From an optimization exercise on the open Yosys and OpenROAD flow, aimed at a short achievable clock period; shortcuts taken in it are not production practice.
Only simulation tests tie the RTL to the original design; equivalence was not proved.
The flow treats the clock pin as an ideal source. Dropping or thinning the clock tree relies on that and would not hold on a real chip.
Power is estimated from default activity; no workload was simulated.

==> inputs of trial 80 <==
==> flow/design.v <==
module mc_fifo #(
    parameter int NUM_CHANNELS      = 4,
    parameter int BUFFER_SIZE       = 16,
    parameter int DATA_WIDTH        = 32,
    parameter int ALMOST_FULL_LEVEL = 14,
    localparam int LEVEL_WIDTH      = $clog2(BUFFER_SIZE + 1)
) (
    input  logic                                clock,
    input  logic                                rst_n,
    input  logic [NUM_CHANNELS*DATA_WIDTH-1:0]  data_in,
    input  logic [NUM_CHANNELS-1:0]             data_in_valid,
    output logic [NUM_CHANNELS-1:0]             data_in_full,
    output logic [NUM_CHANNELS-1:0]             data_in_almost_full,
    output logic [NUM_CHANNELS*DATA_WIDTH-1:0]  data_out,
    output logic [NUM_CHANNELS-1:0]             data_out_valid,
    input  logic [NUM_CHANNELS-1:0]             data_out_ack,
    input  logic [NUM_CHANNELS-1:0]             flush,
    output logic [NUM_CHANNELS*LEVEL_WIDTH-1:0] level,
    output logic [NUM_CHANNELS-1:0]             overflow
);
    localparam logic [LEVEL_WIDTH-1:0] LVL_ONE  = LEVEL_WIDTH'(1);
    for (genvar c = 0; c < NUM_CHANNELS; c++) begin : g_ch
        logic [BUFFER_SIZE*DATA_WIDTH-1:0] mem;
        logic [DATA_WIDTH-1:0]  din;
        logic [LEVEL_WIDTH-1:0] lvl_q;
        logic [LEVEL_WIDTH-1:0] lvl_d;
        logic [BUFFER_SIZE:0]   oh_q;      
        logic [BUFFER_SIZE:0]   oh_d;
        logic                   full_q;
        logic                   afull_q;
        logic                   valid_q;
        logic                   ovf_q;
        logic                   push;
        logic                   pop;
        assign din = data_in[c*DATA_WIDTH +: DATA_WIDTH];
        assign push = data_in_valid[c] & ~oh_q[BUFFER_SIZE] & ~flush[c];
        assign pop  = data_out_ack[c] & ~oh_q[0] & ~flush[c];
        always_comb begin
            lvl_d = lvl_q;
            oh_d  = oh_q;
            if (flush[c]) begin
                lvl_d = '0;
                oh_d  = {{BUFFER_SIZE{1'b0}}, 1'b1};
            end else if (push && !pop) begin
                lvl_d = lvl_q + LVL_ONE;
                oh_d  = {oh_q[BUFFER_SIZE-1:0], 1'b0};
            end else if (pop && !push) begin
                lvl_d = lvl_q - LVL_ONE;
                oh_d  = {1'b0, oh_q[BUFFER_SIZE:1]};
            end
        end
        always_ff @(posedge clock or negedge rst_n) begin
            if (!rst_n) begin
                lvl_q   <= '0;
                oh_q    <= {{BUFFER_SIZE{1'b0}}, 1'b1};
                full_q  <= 1'b0;
                afull_q <= 1'b0;
                valid_q <= 1'b0;
                ovf_q   <= 1'b0;
            end else begin
                lvl_q   <= lvl_d;
                oh_q    <= oh_d;
                full_q  <= oh_d[BUFFER_SIZE];
                afull_q <= |oh_d[BUFFER_SIZE:ALMOST_FULL_LEVEL];
                valid_q <= ~oh_d[0];
                if (flush[c])
                    ovf_q <= 1'b0;
                else if (data_in_valid[c] && oh_q[BUFFER_SIZE])
                    ovf_q <= 1'b1;
            end
        end
        always_ff @(posedge clock or negedge rst_n) begin
            if (!rst_n)
                mem[0 +: DATA_WIDTH] <= '0;
            else if (flush[c])
                mem[0 +: DATA_WIDTH] <= '0;
            else if (data_out_ack[c])
                mem[0 +: DATA_WIDTH] <= (oh_q[0] | oh_q[1]) ? (data_in_valid[c] ? din : '0)
                                                            : mem[DATA_WIDTH +: DATA_WIDTH];
            else if (data_in_valid[c] && oh_q[0])
                mem[0 +: DATA_WIDTH] <= din;
        end
        for (genvar i = 1; i < BUFFER_SIZE; i++) begin : g_ent
            if (i < BUFFER_SIZE - 1) begin : g_mid
                always_ff @(posedge clock) begin
                    if (data_out_ack[c])
                        mem[i*DATA_WIDTH +: DATA_WIDTH] <= (data_in_valid[c] && oh_q[i+1])
                            ? din : mem[(i+1)*DATA_WIDTH +: DATA_WIDTH];
                    else if (data_in_valid[c] && oh_q[i])
                        mem[i*DATA_WIDTH +: DATA_WIDTH] <= din;
                end
            end else begin : g_last
                always_ff @(posedge clock) begin
                    if (data_in_valid[c] && (data_out_ack[c] ? oh_q[i+1] : oh_q[i]))
                        mem[i*DATA_WIDTH +: DATA_WIDTH] <= din;
                end
            end
        end
        assign data_out[c*DATA_WIDTH +: DATA_WIDTH]  = mem[0 +: DATA_WIDTH];
        assign level[c*LEVEL_WIDTH +: LEVEL_WIDTH]   = lvl_q;
        assign data_in_full[c]                       = full_q;
        assign data_in_almost_full[c]                = afull_q;
        assign data_out_valid[c]                     = valid_q;
        assign overflow[c]                           = ovf_q;
    end
endmodule
==> flow/flow/run.sh <==
#!/bin/bash
# Standard ORFS layout, except that after CTS the top of the clock tree is
# rebuilt (flow/post_cts.tcl). make's output goes to make.log; each ORFS step
# writes its own log under orfs/logs/.
set -euo pipefail
W=$(pwd)
bash standard.sh \
  "CTS_ARGS=-sink_clustering_enable -repair_clock_nets -sink_clustering_size 22 -sink_clustering_max_diameter 100" \
  SKIP_CTS_REPAIR_TIMING=1 \
  "POST_CTS_TCL=$W/flow/post_cts.tcl" \
  finish > make.log 2>&1
==> flow/flow/post_cts.tcl <==
# Runs inside ORFS's cts.tcl after clock_tree_synthesis (CTS repair timing is
# skipped there). Replaces the top of the clock tree with four inverters fed by
# the clock port, each driving the leaf buffers of one quadrant (the leaves
# become inverting buffers, so every register sees the true clock), then does
# the timing repair cts.tcl would have done.
set NTOP 4
set TOPCELL sky130_fd_sc_hd__clkinv_16
set LEAFCELL sky130_fd_sc_hd__bufinv_16
source [file join [file dirname [info script]] rework.tcl]
detailed_placement
estimate_parasitics -placement
set_propagated_clock [all_clocks]
report_clock_latency
repair_timing_helper
detailed_placement
check_placement -verbose
estimate_parasitics -placement
report_clock_latency
report_worst_slack -max
==> flow/flow/rework.tcl <==
# Rebuild the top of the clock tree: the clock port drives NTOP clkbuf_16
# buffers (one per region of the die), each of which drives the CTS leaf
# buffers of its region directly. Leaf buffers are those whose output net
# reaches a register clock pin.
if {![info exists NTOP]} { set NTOP 4 }
if {![info exists TOPCELL]} { set TOPCELL sky130_fd_sc_hd__clkbuf_16 }
if {![info exists LEAFCELL]} { set LEAFCELL "" }
proc outpin {inst} { set o [$inst findITerm X]; if {$o == "NULL"} { set o [$inst findITerm Y] }; return $o }
set block [ord::get_db_block]
set cnet [$block findNet clock]
set master [[ord::get_db] findMaster $TOPCELL]
# find clock buffers
set leaves {}
set upper {}
foreach inst [$block getInsts] {
  set m [[$inst getMaster] getName]
  if {![string match "sky130_fd_sc_hd__clkbuf*" $m] && ![string match "sky130_fd_sc_hd__clkinv*" $m] && ![string match "sky130_fd_sc_hd__inv*" $m] && ![string match "sky130_fd_sc_hd__buf*" $m]} continue
  set out [$inst findITerm X]
  if {$out == "NULL"} { set out [$inst findITerm Y] }
  if {$out == "NULL"} continue
  set onet [$out getNet]
  if {$onet == "NULL"} {
    # dummy load without output: belongs to upper tree if input on clock net
    continue
  }
  if {[$onet getSigType] != "CLOCK"} continue
  set isleaf 0
  foreach it [$onet getITerms] {
    if {[$it isInputSignal] && [[$it getInst] isBlock] == 0} {
      set mm [[[$it getInst] getMaster] getName]
      if {[string match "*df*" $mm]} { set isleaf 1; break }
    }
  }
  if {$isleaf} { lappend leaves $inst } else { lappend upper $inst }
}
puts "REWORK leaves [llength $leaves] upper [llength $upper]"
# remove upper-tree buffers and any cell hanging on their nets other than leaves
set leafnames {}
foreach l $leaves { dict set leafnames [$l getName] 1 }
set kill {}
foreach u $upper {
  lappend kill $u
}
# nets of upper tree: clock + outputs of upper
set unets [list $cnet]
foreach u $upper {
  set out [$u findITerm X]; if {$out == "NULL"} { set out [$u findITerm Y] }
  lappend unets [$out getNet]
}
foreach n $unets {
  foreach it [$n getITerms] {
    set i [$it getInst]
    if {[dict exists $leafnames [$i getName]]} continue
    if {[lsearch -exact $kill $i] < 0} { lappend kill $i }
  }
}
foreach i $kill {
  foreach it [$i getITerms] {
    set n [$it getNet]
    if {$n != "NULL" && ![$it isInputSignal]} { $it disconnect; if {$n != $cnet && [llength [$n getITerms]] == 0 && [llength [$n getBTerms]] == 0} { } }
    $it disconnect
  }
  puts "REWORK kill [$i getName] [[$i getMaster] getName]"
  odb::dbInst_destroy $i
}
foreach n $unets { if {$n != $cnet} { odb::dbNet_destroy $n } }
# group leaves: split by x then y median into NTOP groups (NTOP = 1, 2 or 4)
proc cx {i} { set b [$i getBBox]; return [expr {([$b xMin]+[$b xMax])/2}] }
proc cy {i} { set b [$i getBBox]; return [expr {([$b yMin]+[$b yMax])/2}] }
proc split_by {lst key} {
  set s [lsort -integer -index 0 [lmap i $lst {list [$key $i] $i}]]
  set h [expr {[llength $s]/2}]
  return [list [lmap p [lrange $s 0 [expr {$h-1}]] {lindex $p 1}] [lmap p [lrange $s $h end] {lindex $p 1}]]
}
set groups [list $leaves]
if {$NTOP >= 2} { set groups [split_by $leaves cx] }
if {$NTOP >= 4} {
  set g2 {}
  foreach g $groups { foreach h [split_by $g cy] { lappend g2 $h } }
  set groups $g2
}
set k 0
foreach g $groups {
  set sx 0; set sy 0
  foreach l $g { incr sx [cx $l]; incr sy [cy $l] }
  set x [expr {$sx / [llength $g]}]; set y [expr {$sy / [llength $g]}]
  set name "clkbuf_top_${k}_clock"
  set b [odb::dbInst_create $block $master $name]
  $b setLocation [expr {$x - 3000}] $y
  $b setPlacementStatus PLACED
  set onet [odb::dbNet_create $block "clknet_top_${k}_clock"]
  $onet setSigType CLOCK
  [$b findITerm A] connect $cnet
  [outpin $b] connect $onet
  foreach l $g { set a [$l findITerm A]; $a disconnect; $a connect $onet }
  puts "REWORK top $name at $x $y drives [llength $g]"
  incr k
}
if {$LEAFCELL != ""} {
  set lm [[ord::get_db] findMaster $LEAFCELL]
  set k 0
  foreach l $leaves {
    set in [[$l findITerm A] getNet]; set out [[outpin $l] getNet]
    set loc [$l getLocation]
    foreach it [$l getITerms] { $it disconnect }
    set nm [$l getName]
    odb::dbInst_destroy $l
    set n [odb::dbInst_create $block $lm $nm]
    $n setLocation [lindex $loc 0] [lindex $loc 1]
    $n setPlacementStatus PLACED
    [$n findITerm A] connect $in
    [outpin $n] connect $out
  }
  puts "REWORK leaves now $LEAFCELL"
}
==> flow/standard.sh <==
#!/bin/bash
# synth_recipe.tcl (not shown) runs the flow's synth.tcl, then flattens the netlist and writes it again
# the make line also repeats each setting of config.mk as NAME=value (left out here)
make -C /OpenROAD-flow-scripts/flow DESIGN_CONFIG=/design/flow/config.mk WORK_HOME=/design/flow/orfs CLKGATE_MAP_FILE= SYNTH_SCRIPT=/design/flow/synth_recipe.tcl "${@:-finish}"
==> flow/config.mk <==
export PLATFORM = sky130hd
export DESIGN_NAME = mc_fifo
export DESIGN_NICKNAME = mc_fifo
export VERILOG_FILES = /design/flow/design.v
export SDC_FILE = /design/flow/constraint.sdc
export NUM_CORES = 4
export LEC_CHECK = 0
export CAP_MARGIN = 20
export CORE_MARGIN = 2
export CORE_UTILIZATION = 55
export SETUP_SLACK_MARGIN = 2.8
export SLEW_MARGIN = 20
==> flow/constraint.sdc <==
create_clock -name core_clock -period 4.3 [get_ports {clock}]
set_input_delay 0.8600 -clock core_clock [delete_from_list [all_inputs] [get_ports {clock}]]
set_output_delay 0.8600 -clock core_clock [all_outputs]
set_load 0.01 [all_outputs]
==> inputs of build 26, as changes to trial 80 <==
--- a/flow/design.v
+++ b/flow/design.v
@@ -19,4 +19,6 @@
     output logic [NUM_CHANNELS-1:0]             overflow
 );
+    localparam logic [LEVEL_WIDTH-1:0] LVL_FULL = LEVEL_WIDTH'(BUFFER_SIZE);
+    localparam logic [LEVEL_WIDTH-1:0] LVL_AF   = LEVEL_WIDTH'(ALMOST_FULL_LEVEL);
     localparam logic [LEVEL_WIDTH-1:0] LVL_ONE  = LEVEL_WIDTH'(1);
     for (genvar c = 0; c < NUM_CHANNELS; c++) begin : g_ch
@@ -25,4 +27,11 @@
         logic [LEVEL_WIDTH-1:0] lvl_q;
         logic [LEVEL_WIDTH-1:0] lvl_d;
+        logic [LEVEL_WIDTH-1:0] lvl_p1;
+        logic [LEVEL_WIDTH-1:0] lvl_m1;
+        logic                   full_d;
+        logic                   afull_d;
+        logic                   valid_d;
+        logic                   inc;
+        logic                   dec;
         logic [BUFFER_SIZE:0]   oh_q;      
         logic [BUFFER_SIZE:0]   oh_d;
@@ -36,16 +45,38 @@
         assign push = data_in_valid[c] & ~oh_q[BUFFER_SIZE] & ~flush[c];
         assign pop  = data_out_ack[c] & ~oh_q[0] & ~flush[c];
+        assign inc  = push & ~pop;
+        assign dec  = pop & ~push;
         always_comb begin
-            lvl_d = lvl_q;
-            oh_d  = oh_q;
+            oh_d = oh_q;
+            if (flush[c])
+                oh_d = {{BUFFER_SIZE{1'b0}}, 1'b1};
+            else if (inc)
+                oh_d = {oh_q[BUFFER_SIZE-1:0], 1'b0};
+            else if (dec)
+                oh_d = {1'b0, oh_q[BUFFER_SIZE:1]};
+        end
+        assign lvl_p1 = lvl_q + LVL_ONE;
+        assign lvl_m1 = lvl_q - LVL_ONE;
+        always_comb begin
             if (flush[c]) begin
-                lvl_d = '0;
-                oh_d  = {{BUFFER_SIZE{1'b0}}, 1'b1};
-            end else if (push && !pop) begin
-                lvl_d = lvl_q + LVL_ONE;
-                oh_d  = {oh_q[BUFFER_SIZE-1:0], 1'b0};
-            end else if (pop && !push) begin
-                lvl_d = lvl_q - LVL_ONE;
-                oh_d  = {1'b0, oh_q[BUFFER_SIZE:1]};
+                lvl_d   = '0;
+                full_d  = 1'b0;
+                afull_d = 1'b0;
+                valid_d = 1'b0;
+            end else if (inc) begin
+                lvl_d   = lvl_p1;
+                full_d  = (lvl_p1 == LVL_FULL);
+                afull_d = (lvl_p1 >= LVL_AF);
+                valid_d = 1'b1;
+            end else if (dec) begin
+                lvl_d   = lvl_m1;
+                full_d  = 1'b0;
+                afull_d = (lvl_m1 >= LVL_AF);
+                valid_d = (lvl_m1 != '0);
+            end else begin
+                lvl_d   = lvl_q;
+                full_d  = full_q;
+                afull_d = afull_q;
+                valid_d = valid_q;
             end
         end
@@ -61,7 +92,7 @@
                 lvl_q   <= lvl_d;
                 oh_q    <= oh_d;
-                full_q  <= oh_d[BUFFER_SIZE];
-                afull_q <= |oh_d[BUFFER_SIZE:ALMOST_FULL_LEVEL];
-                valid_q <= ~oh_d[0];
+                full_q  <= full_d;
+                afull_q <= afull_d;
+                valid_q <= valid_d;
                 if (flush[c])
                     ovf_q <= 1'b0;
--- a/flow/flow/run.sh
+++ b/flow/flow/run.sh
@@ -6,5 +6,5 @@
 W=$(pwd)
 bash standard.sh \
-  "CTS_ARGS=-sink_clustering_enable -repair_clock_nets -sink_clustering_size 22 -sink_clustering_max_diameter 100" \
+  "CTS_ARGS=-sink_clustering_enable -repair_clock_nets -sink_clustering_size 20 -sink_clustering_max_diameter 100" \
   SKIP_CTS_REPAIR_TIMING=1 \
   "POST_CTS_TCL=$W/flow/post_cts.tcl" \
Settings changed: ABC_CLOCK_PERIOD_IN_PS set to 1500, CAP_MARGIN 20 to 30, CORE_UTILIZATION 55 to 65, SLEW_MARGIN 20 to 30.
==> notes <==
In build 26 the clock power is higher than in trial 80, by about 8%.
Of build 26 and trial 80, build 26 has the higher routed wire length (gap 22%, measured against trial 80).
In build 26 the area after synthesis is larger than in trial 80, by about 0.3%.
Between build 26 and trial 80, the lower synthesized cell count is in trial 80 (gap 1.7%, measured against trial 80).
Between build 26 and trial 80, the lower sequential power is in trial 80 (gap about 6%, measured against trial 80).

## afterwards: timing with drivers on the ports
The results above use ideal ports. As a check the final layouts listed here were re-extracted and re-timed, cells and wires unchanged. Step 1 assumes that a clkbuf_16 drives the clock port and a buf_2 every other input. Step 2 also shifts input and output timing later by t, the mid clock arrival at the registers, as if the neighbouring blocks saw the same clock. Slacks: ideal / step 1 / step 2; pairs: ideal / step 1.
run	shift t [ns]	setup slack, ns	slew at the worst register clock pin (ns)	worst slew at a driven data input, ns	cell pins on the clock port's net
trial 80	0.818	2.185 / 1.875 / 1.651	0.12 / 0.12	0.29	4
build 26	0.849	1.922 / 1.771 / 1.277	0.11 / 0.11	0.48	4
After both steps every run listed still meets setup and hold. For build 26, which loses most, drivers alone change the setup slack by -0.151 ns; drivers and shift together by -0.645 ns.
